Source: an optimization exercise on an open RTL-to-GDS flow (aim: small area and a short achievable clock period). Production flows keep margins and buffers that such runs may drop.
No activity file was given, so power comes from the tool's default toggle rates.

==> flow/design.v <==
`timescale 1ns/10ps
`default_nettype none
module mmu (
   input  logic                         clk,
   input  logic                         resetb,
   input  logic [31:0]                  im_addr,
   input  logic [31:0]                  im_data,
   output logic [11:2]                  im_addr_out,
   output logic [31:0]                  im_do,
   input  logic [31:0]                  dm_addr,
   input  logic [31:0]                  dm_wdata,
   input  logic [3:0]                   dm_be,
   input  logic                         dm_we,
   input  logic                         dm_is_signed,
   output logic [31:0]                  dm_do,
   input  logic [31:0]                  io_data_read,
   output logic [7:0]                   io_addr,
   output logic [31:0]                  io_wdata,
   output logic                         io_en,
   output logic                         io_we
);
   assign im_addr_out = im_addr[11:2];
   always_ff @(posedge clk or negedge resetb) begin
      if (!resetb) begin
         im_do <= 32'h0000_0013;
      end else begin
         im_do <= im_data;
      end
   end
   logic in_ram;
   logic in_io;
   logic legal;
   logic be_b;      
   logic be_h;      
   logic be_w;      
   assign in_ram = !dm_addr[31] && (dm_addr[30:28] != 3'b000);
   assign in_io  = (dm_addr[31:8] == 24'h80_0000);
   always_comb begin
      be_b = 1'b0;
      be_h = 1'b0;
      be_w = 1'b0;
      case (dm_be)
         4'b0001, 4'b0010, 4'b0100, 4'b1000: be_b = 1'b1;
         4'b0011, 4'b1100:                   be_h = 1'b1;
         4'b1111:                            be_w = 1'b1;
         default: ;
      endcase
   end
   assign legal = be_b | be_h | be_w;
   logic [31:0] lane_w;
   assign lane_w[7:0]   = dm_wdata[7:0] & {8{dm_be[0] & legal}};
   assign lane_w[15:8]  = (dm_be[0] ? dm_wdata[15:8] : dm_wdata[7:0]) & {8{dm_be[1] & legal}};
   assign lane_w[23:16] = (dm_be[0] ? dm_wdata[23:16] : dm_wdata[7:0]) & {8{dm_be[2] & legal}};
   assign lane_w[31:24] = (dm_be[0] ? dm_wdata[31:24] :
                           dm_be[2] ? dm_wdata[15:8] : dm_wdata[7:0]) & {8{dm_be[3] & legal}};
   logic [63:0]       dec;
   logic              ram_wr;
   logic [63:0][31:0] mem;
   logic [31:0]       mem_rd;
   logic [31:0]       rd;
   logic              wb_valid;
   logic [5:0]        wb_idx;
   logic [3:0]        wb_be;
   logic [31:0]       wb_data;
   logic [63:0]       wb_dec;
   logic              wb_hit;
   assign dec    = 64'd1 << dm_addr[7:2];
   assign ram_wr = dm_we && legal && in_ram;
   always_ff @(posedge clk) begin
      wb_valid <= ram_wr;
      wb_idx   <= dm_addr[7:2];
      wb_be    <= dm_be;
      wb_data  <= lane_w;
   end
   assign wb_dec = 64'd1 << wb_idx;
   genvar w, l;
   for (w = 0; w < 64; w++) begin : g_word
      for (l = 0; l < 4; l++) begin : g_lane
         always_ff @(posedge clk) begin
            if (wb_valid && wb_dec[w] && wb_be[l]) begin
               mem[w][l*8 +: 8] <= wb_data[l*8 +: 8];
            end
         end
      end
   end
   always_comb begin
      mem_rd = '0;
      for (int i = 0; i < 64; i++) begin
         mem_rd = mem_rd | (mem[i] & {32{dec[i]}});
      end
   end
   assign wb_hit = wb_valid && (wb_idx == dm_addr[7:2]);
   for (l = 0; l < 4; l++) begin : g_fwd
      assign rd[l*8 +: 8] = (wb_hit && wb_be[l]) ? wb_data[l*8 +: 8] : mem_rd[l*8 +: 8];
   end
   logic [3:0] lo;         
   logic       b1_l1;      
   logic       b1_l3;      
   logic       wd;         
   logic [3:0] f1;         
   logic [3:0] f2;         
   assign lo[0] = dm_be[0];
   assign lo[1] = be_b && dm_be[1];
   assign lo[2] = dm_be[2] && !dm_be[1] && !dm_be[0];
   assign lo[3] = be_b && dm_be[3];
   assign b1_l1 = dm_be[1] && dm_be[0];
   assign b1_l3 = be_h && dm_be[3];
   assign wd    = be_w;
   assign f1    = {4{be_b && dm_is_signed}} & dm_be;
   assign f2    = {be_b && dm_be[3] || be_h && dm_be[3], be_b && dm_be[2],
                   be_b && dm_be[1] || be_h && dm_be[1], be_b && dm_be[0]}
                  & {4{dm_is_signed}};
   function automatic logic [31:0] pick(input logic [31:0] s,
                                        input logic [3:0]  lo,
                                        input logic        b1l1,
                                        input logic        b1l3,
                                        input logic        wd);
      logic [31:0] r;
      r[7:0]   = (s[7:0]   & {8{lo[0]}}) | (s[15:8]  & {8{lo[1]}}) |
                 (s[23:16] & {8{lo[2]}}) | (s[31:24] & {8{lo[3]}});
      r[15:8]  = (s[15:8] & {8{b1l1}}) | (s[31:24] & {8{b1l3}});
      r[31:16] = s[31:16] & {16{wd}};
      pick     = r;
   endfunction
   function automatic logic fill(input logic [31:0] s, input logic [3:0] f);
      fill = |(f & {s[31], s[23], s[15], s[7]});
   endfunction
   logic [31:0] st_val;
   logic        st_s1;
   logic        st_s2;
   always_comb begin
      if (be_w) begin
         st_val = dm_wdata;
      end else if (be_h) begin
         st_val = {16'h0000, dm_wdata[15:0]};
      end else begin
         st_val = {24'h00_0000, dm_wdata[7:0]};
      end
   end
   assign st_s1 = dm_is_signed && be_b && dm_wdata[7];
   assign st_s2 = dm_is_signed && (be_b && dm_wdata[7] || be_h && dm_wdata[15]);
   logic [31:0] res_q;
   logic        s1_q;         
   logic        s2_q;         
   logic        ram_ok;
   assign ram_ok = in_ram && legal;
   always_ff @(posedge clk) begin
      if (!dm_we) begin
         res_q <= pick(rd, lo, b1_l1, b1_l3, wd);
      end else if (in_io) begin
         res_q <= lane_w;
      end else begin
         res_q <= st_val;
      end
   end
   always_ff @(posedge clk or negedge resetb) begin
      if (!resetb) begin
         s1_q <= 1'b0;
         s2_q <= 1'b0;
      end else begin
         s1_q <= ram_ok && (dm_we ? st_s1 : fill(rd, f1));
         s2_q <= ram_ok && (dm_we ? st_s2 : fill(rd, f2));
      end
   end
   assign io_wdata = res_q;
   logic       io_en_q;
   logic       io_we_q;
   logic [7:0] io_addr_q;
   always_ff @(posedge clk or negedge resetb) begin
      if (!resetb) begin
         io_en_q <= 1'b0;
         io_we_q <= 1'b0;
      end else begin
         io_en_q <= in_io;
         io_we_q <= in_io && dm_we && legal;
      end
   end
   always_ff @(posedge clk) begin
      io_addr_q <= dm_addr[7:0];
   end
   assign io_en   = io_en_q;
   assign io_we   = io_we_q;
   assign io_addr = io_addr_q;
   logic       src_ram_q;    
   logic [3:0] io_lo_q;
   logic       io_b1_l1_q;
   logic       io_b1_l3_q;
   logic       io_wd_q;
   logic [3:0] io_f1_q;
   logic [3:0] io_f2_q;
   logic       io_ok;
   assign io_ok = in_io && legal;
   always_ff @(posedge clk or negedge resetb) begin
      if (!resetb) begin
         src_ram_q  <= 1'b0;
         io_lo_q    <= '0;
         io_b1_l1_q <= 1'b0;
         io_b1_l3_q <= 1'b0;
         io_wd_q    <= 1'b0;
         io_f1_q    <= '0;
         io_f2_q    <= '0;
      end else begin
         src_ram_q  <= ram_ok;
         io_lo_q    <= lo & {4{io_ok}};
         io_b1_l1_q <= b1_l1 && io_ok;
         io_b1_l3_q <= b1_l3 && io_ok;
         io_wd_q    <= wd && io_ok;
         io_f1_q    <= f1 & {4{io_ok}};
         io_f2_q    <= f2 & {4{io_ok}};
      end
   end
   logic [31:0] io_val;
   assign io_val = pick(io_data_read, io_lo_q, io_b1_l1_q, io_b1_l3_q, io_wd_q);
   assign dm_do = (res_q & {32{src_ram_q}}) | io_val |
                  {{16{s2_q | fill(io_data_read, io_f2_q)}},
                   {8{s1_q | fill(io_data_read, io_f1_q)}}, 8'h00};
endmodule
`default_nettype wire
clock: 4.2 ns
lec_check: 0
cap_margin: 20
core_margin: 2
core_utilization: 50
cts_cluster_diameter: 80
cts_cluster_size: 24
place_density: 0.6
setup_slack_margin: 1.5
slew_margin: 20
run.sh (not shown) runs the stock make flow with config.mk's settings and CLKGATE_MAP_FILE= SYNTH_SCRIPT=/design/flow/synth_recipe.tcl, a recipe that flattens the netlist after the stock synthesis.
==> next run, changes <==
--- a/flow/design.v
+++ b/flow/design.v
@@ -53,48 +53,30 @@
    assign lane_w[23:16] = (dm_be[0] ? dm_wdata[23:16] : dm_wdata[7:0]) & {8{dm_be[2] & legal}};
    assign lane_w[31:24] = (dm_be[0] ? dm_wdata[31:24] :
                            dm_be[2] ? dm_wdata[15:8] : dm_wdata[7:0]) & {8{dm_be[3] & legal}};
    logic [63:0]       dec;
    logic              ram_wr;
    logic [63:0][31:0] mem;
-   logic [31:0]       mem_rd;
    logic [31:0]       rd;
-   logic              wb_valid;
-   logic [5:0]        wb_idx;
-   logic [3:0]        wb_be;
-   logic [31:0]       wb_data;
-   logic [63:0]       wb_dec;
-   logic              wb_hit;
    assign dec    = 64'd1 << dm_addr[7:2];
    assign ram_wr = dm_we && legal && in_ram;
-   always_ff @(posedge clk) begin
-      wb_valid <= ram_wr;
-      wb_idx   <= dm_addr[7:2];
-      wb_be    <= dm_be;
-      wb_data  <= lane_w;
-   end
-   assign wb_dec = 64'd1 << wb_idx;
    genvar w, l;
    for (w = 0; w < 64; w++) begin : g_word
       for (l = 0; l < 4; l++) begin : g_lane
          always_ff @(posedge clk) begin
-            if (wb_valid && wb_dec[w] && wb_be[l]) begin
-               mem[w][l*8 +: 8] <= wb_data[l*8 +: 8];
+            if (ram_wr && dec[w] && dm_be[l]) begin
+               mem[w][l*8 +: 8] <= lane_w[l*8 +: 8];
             end
          end
       end
    end
    always_comb begin
-      mem_rd = '0;
+      rd = '0;
       for (int i = 0; i < 64; i++) begin
-         mem_rd = mem_rd | (mem[i] & {32{dec[i]}});
-      end
-   end
-   assign wb_hit = wb_valid && (wb_idx == dm_addr[7:2]);
-   for (l = 0; l < 4; l++) begin : g_fwd
-      assign rd[l*8 +: 8] = (wb_hit && wb_be[l]) ? wb_data[l*8 +: 8] : mem_rd[l*8 +: 8];
+         rd = rd | (mem[i] & {32{dec[i]}});
+      end
    end
    logic [3:0] lo;         
    logic       b1_l1;      
    logic       b1_l3;      
    logic       wd;         
    logic [3:0] f1;         
Effect:
- global-route usage falls by 9.1 points
- critical path depth rises by 1
- core utilization falls by 2.2 points
- setup slack gets worse by 0.035 ns
- total power falls slightly
- first-iteration DRC count falls by about a fifth
- clock skew falls by 0.015 ns
- combinational power falls by a little under a tenth
- clock power stays flat
- sequential cell count falls by 37
- final cell count rises by a few percent
Function was not checked in any run of this note: the RTL went through the layout flow alone.

==> afterwards: timing with drivers on the ports <==
The flow's constraints put no driver on any port. The routed layouts listed below were extracted and timed again, unchanged, in two steps. Step 1 assumes that a clkbuf_16 drives the clock port and a buf_2 every other input. Step 2, shift: input delay + t, output delay - t, t = (earliest + latest rising clock arrival at the registers) / 2. This alone moves slack from input paths to output paths. a / b / c = ideal ports / drivers / drivers and shift; a / b = the first two.
run | t, ns | slack for setup (ns) | slew at the worst register clock pin (ns) | worst slew at a driven data input, ns | cell pins on the clock port's net
the first run | 0.894 | 0.981 / 0.804 / -0.090 | 0.11 / 0.11 | 0.37 | 1
the second run | 0.869 | 0.946 / 0.884 / 0.413 | 0.11 / 0.11 | 0.09 | 1
With both steps, setup timing fails in the first run, where it was met with ideal ports. For the first run, which loses most, drivers alone change the setup slack by -0.177 ns; drivers and shift together by -1.071 ns.
